Context: an optimization exercise on an open-source flow, tuned for small area and few clock cycles per item. The choices shown serve that exercise and are no tape-out recipe. Function was checked by simulation only, so behaviour that the tests miss may differ from the original.

== run A ==
==> flow/design.v (excerpt) <==
module fp_mult_pipe #(
   parameter int EXP_W = 8,
   parameter int MAN_W = 23
) (
   input  logic                 clk,
   input  logic                 rst_n,
   input  logic                 in_valid,
   output logic                 in_ready,
   input  logic [EXP_W+MAN_W:0] x,
   input  logic [EXP_W+MAN_W:0] y,
   output logic                 out_valid,
   input  logic                 out_ready,
   output logic [EXP_W+MAN_W:0] result
   ,
   output logic [3:0]           flags
);
For scale: about 1800 cells after synthesis, roughly 110 I/O pins.
Settings: LEC_CHECK=0, CAP_MARGIN=20, CORE_MARGIN=2, CORE_UTILIZATION=45, CTS_BUF_LIST=sky130_fd_sc_hd__clkbuf_8, GPL_TIMING_DRIVEN=0, SLEW_MARGIN=20; clock period 7.5 ns.
standard.sh (not shown) runs the stock make flow with config.mk's settings and CLKGATE_MAP_FILE= SYNTH_SCRIPT=/design/flow/synth_recipe.tcl, a recipe that flattens the netlist after the stock synthesis.
==> flow/flow/run.sh <==
#!/bin/bash
# Layout flow: the standard ORFS flow (standard.sh) with three changes:
#  - synthesis skips Yosys's generic `abc -fast` pass (synth -noabc), so the full
#    adders written in the RTL reach extract_fa as written;
#  - the final ABC technology mapping uses flow/abc.script (area recovery under a
#    delay target, then gate sizing) instead of ORFS's abc_speed.script;
#  - every port is buffered by a buf_2 instead of the default clkdlybuf4s50_1.
set -euo pipefail
cd "$(dirname "$0")/.."
W=$(pwd)
export FLOW_SYNTH_TCL=$W/synth_recipe.tcl
export FLOW_ABC_SCRIPT=$W/flow/abc.script
export BUFFER_PORTS_ARGS="-buffer_cell sky130_fd_sc_hd__buf_2"
bash standard.sh synth SYNTH_ARGS=-noabc SYNTH_SCRIPT=$W/flow/synth.tcl > synth.log 2>&1
bash standard.sh finish SYNTH_ARGS=-noabc SYNTH_SCRIPT=$W/flow/synth.tcl > layout.log 2>&1
==> flow/flow/abc.script <==
strash
ifraig
dch -f
map -D 5500
topo
stime -c
buffer -c
upsize -c -D 5500
dnsize -c -D 5500
==> flow/flow/synth.tcl <==
# The standard flow's synthesis script (synth_recipe.tcl, sourced below unchanged), with the
# technology-mapping ABC run given our own script (flow/abc.script) in place of
# ORFS's abc_speed.script.  Only the combinational mapping changes; registers are
# mapped before ABC runs and keep their standard-synthesis names and cells.
proc abc {args} {
  set i [lsearch -exact $args -script]
  if { $i >= 0 } {
    lset args [expr {$i + 1}] $::env(FLOW_ABC_SCRIPT)
    puts "flow/synth.tcl: abc -script $::env(FLOW_ABC_SCRIPT)"
  }
  yosys abc {*}$args
}
source $::env(FLOW_SYNTH_TCL)
Testbench counts of run A, summed over its fixed seeds: cycles 16,008, items 16,000.
The following lists how run B was set up differently from run A:
- swapping 45 for 50 in CORE_UTILIZATION
- putting PLACE_DENSITY at 0.7 where nothing was set
==> flow/flow/run.sh <==
#!/bin/bash
# Layout flow: the standard ORFS flow (standard.sh) with three changes:
#  - synthesis skips Yosys's generic `abc -fast` pass (synth -noabc), so the full
#    adders written in the RTL reach extract_fa as written;
#  - the final ABC technology mapping uses flow/abc.script (area recovery under a
#    delay target, then gate sizing) instead of ORFS's abc_speed.script;
#  - every input port is buffered by a buf_2 and every output port by a buf_1,
#    instead of the default clkdlybuf4s50_1.
set -euo pipefail
cd "$(dirname "$0")/.."
W=$(pwd)
export FLOW_SYNTH_TCL=$W/synth_recipe.tcl
export FLOW_ABC_SCRIPT=$W/flow/abc.script
export PRE_GLOBAL_PLACE_TCL=$W/flow/ports.tcl
export BUFFER_PORTS_ARGS="-outputs -buffer_cell sky130_fd_sc_hd__buf_1"
bash standard.sh synth SYNTH_ARGS=-noabc SYNTH_SCRIPT=$W/flow/synth.tcl > synth.log 2>&1
bash standard.sh finish SYNTH_ARGS=-noabc SYNTH_SCRIPT=$W/flow/synth.tcl > layout.log 2>&1
==> flow/flow/ports.tcl (new file) <==
# Input ports get a buf_2 each; output ports get a buf_1 each (global_place.tcl's
# own buffer_ports call, through BUFFER_PORTS_ARGS in run.sh).
buffer_ports -inputs -buffer_cell sky130_fd_sc_hd__buf_2
- From run A to run B the numbers moved as follows: share of the synthesized area in compound gates (AO/OA/AOI/OAI) saw little to no change; non-clock buffer count saw an increase; global placement routability congestion saw a decrease.
- [compare] base=run A new=run B: final area lower.
- [compare] base=run A new=run B: per-cell routed wire length grew by 1.0%; area added between synthesis and finish -0.70 points; pre-CTS worst setup slack lost 0.036 ns.
- ph_q[25] as the critical path endpoint was reported by run B, and ph_q[6] by run A.
- Core util | run B vs run A | run B higher
- Run A reports its launching instance or port of the critical path as x[0] while run B reports x[9].
Inputs modified between run B and run C:
- PLACE_DENSITY no longer set, was 0.7
- CORE_UTILIZATION now 40, was 50
==> flow/flow/run.sh <==
#!/bin/bash
# Layout flow: the standard ORFS flow (standard.sh) with three changes:
#  - synthesis skips Yosys's generic `abc -fast` pass (synth -noabc), so the full
#    adders written in the RTL reach extract_fa as written;
#  - the final ABC technology mapping uses flow/abc.script (area recovery under a
#    delay target, then gate sizing) instead of ORFS's abc_speed.script;
#  - every port is buffered by a buf_2 instead of the default clkdlybuf4s50_1.
set -euo pipefail
cd "$(dirname "$0")/.."
W=$(pwd)
export FLOW_SYNTH_TCL=$W/synth_recipe.tcl
export FLOW_ABC_SCRIPT=$W/flow/abc.script
export BUFFER_PORTS_ARGS="-buffer_cell sky130_fd_sc_hd__buf_2"
export REMOVE_ABC_BUFFERS=1
bash standard.sh synth SYNTH_ARGS=-noabc SYNTH_SCRIPT=$W/flow/synth.tcl > synth.log 2>&1
bash standard.sh finish SYNTH_ARGS=-noabc SYNTH_SCRIPT=$W/flow/synth.tcl > layout.log 2>&1
removed: flow/flow/ports.tcl
### Flow results
For the largest incremental delay on the critical path, run C came in 0.11 ns lower than run B did.
Between run B and run C, the difference in multi-input logic cell count is negligible.
Changes observed in run C relative to run B: count of non-CTS inverters in the layout now sits higher; number of nets in the layout now smaller.
--- input diff run C..run D ---
- a change of CORE_UTILIZATION from 40 to 50
-- flow/flow/run.sh --
<<< run C, line 12
export FLOW_ABC_SCRIPT=$W/flow/abc.script
export BUFFER_PORTS_ARGS="-buffer_cell sky130_fd_sc_hd__buf_2"
export REMOVE_ABC_BUFFERS=1
bash standard.sh synth SYNTH_ARGS=-noabc SYNTH_SCRIPT=$W/flow/synth.tcl > synth.log 2>&1
bash standard.sh finish SYNTH_ARGS=-noabc SYNTH_SCRIPT=$W/flow/synth.tcl > layout.log 2>&1
>>> run D, line 12
export FLOW_ABC_SCRIPT=$W/flow/abc.script
export BUFFER_PORTS_ARGS="-buffer_cell sky130_fd_sc_hd__buf_2"
bash standard.sh synth SYNTH_ARGS=-noabc SYNTH_SCRIPT=$W/flow/synth.tcl > synth.log 2>&1
bash standard.sh finish SYNTH_ARGS=-noabc SYNTH_SCRIPT=$W/flow/synth.tcl > layout.log 2>&1
Findings:
Run D against run C: hold-critical path depth ~0 delta, sequential share of layout area +0.24 points, pin count of the biggest net entering global routing -16.
Going from run C to run D, HPWL reported at the end of detailed placement shows an increase of about 8%; full die area shows a reduction of 20%; relative area of non-clock buffer cells in the final design shows a reduction of 0.83 points.
The lower area of all placed cells without fillers of run D and run C is in run D.
Comparing run D with run C, the clock transition at the registers of the reported paths came out essentially unchanged.

[re-timing with driven ports]
Ports are ideal in the flow. The routed layouts listed here were re-timed in OpenROAD.
Step 1 (the two cells are an assumption about what drives the block):
set clk [get_ports {clk}]
set_driving_cell -lib_cell sky130_fd_sc_hd__clkbuf_16 $clk
set_driving_cell -lib_cell sky130_fd_sc_hd__buf_2 [delete_from_list [all_inputs] $clk]
Step 2 also shifts input and output timing later by t, the mid clock arrival at the registers, as if the neighbouring blocks saw the same clock.
Three values: ideal ports, drivers, drivers and shift; two values: the first two.
| run | shift t [ns] | slack for setup (ns) | worst setup path after step 2 | worst slew at a driven data input, ns | pins driven straight from the clock port |
|---|---|---|---|---|---|
| run A | 0.329 | 0.258 / 0.272 / -0.057 | input to register | 0.06 | 1 |
| run B | 0.327 | 0.192 / 0.201 / -0.126 | input to register | 0.05 | 1 |
| run C | 0.337 | 0.245 / 0.260 / -0.077 | input to register | 0.07 | 1 |
| run D | 0.334 | 0.270 / 0.284 / -0.050 | input to register | 0.05 | 1 |
With both steps, setup timing fails in every run listed, where it was met with ideal ports. For run C, which loses most, drivers alone change the setup slack by +0.015 ns; drivers and shift together by -0.322 ns.
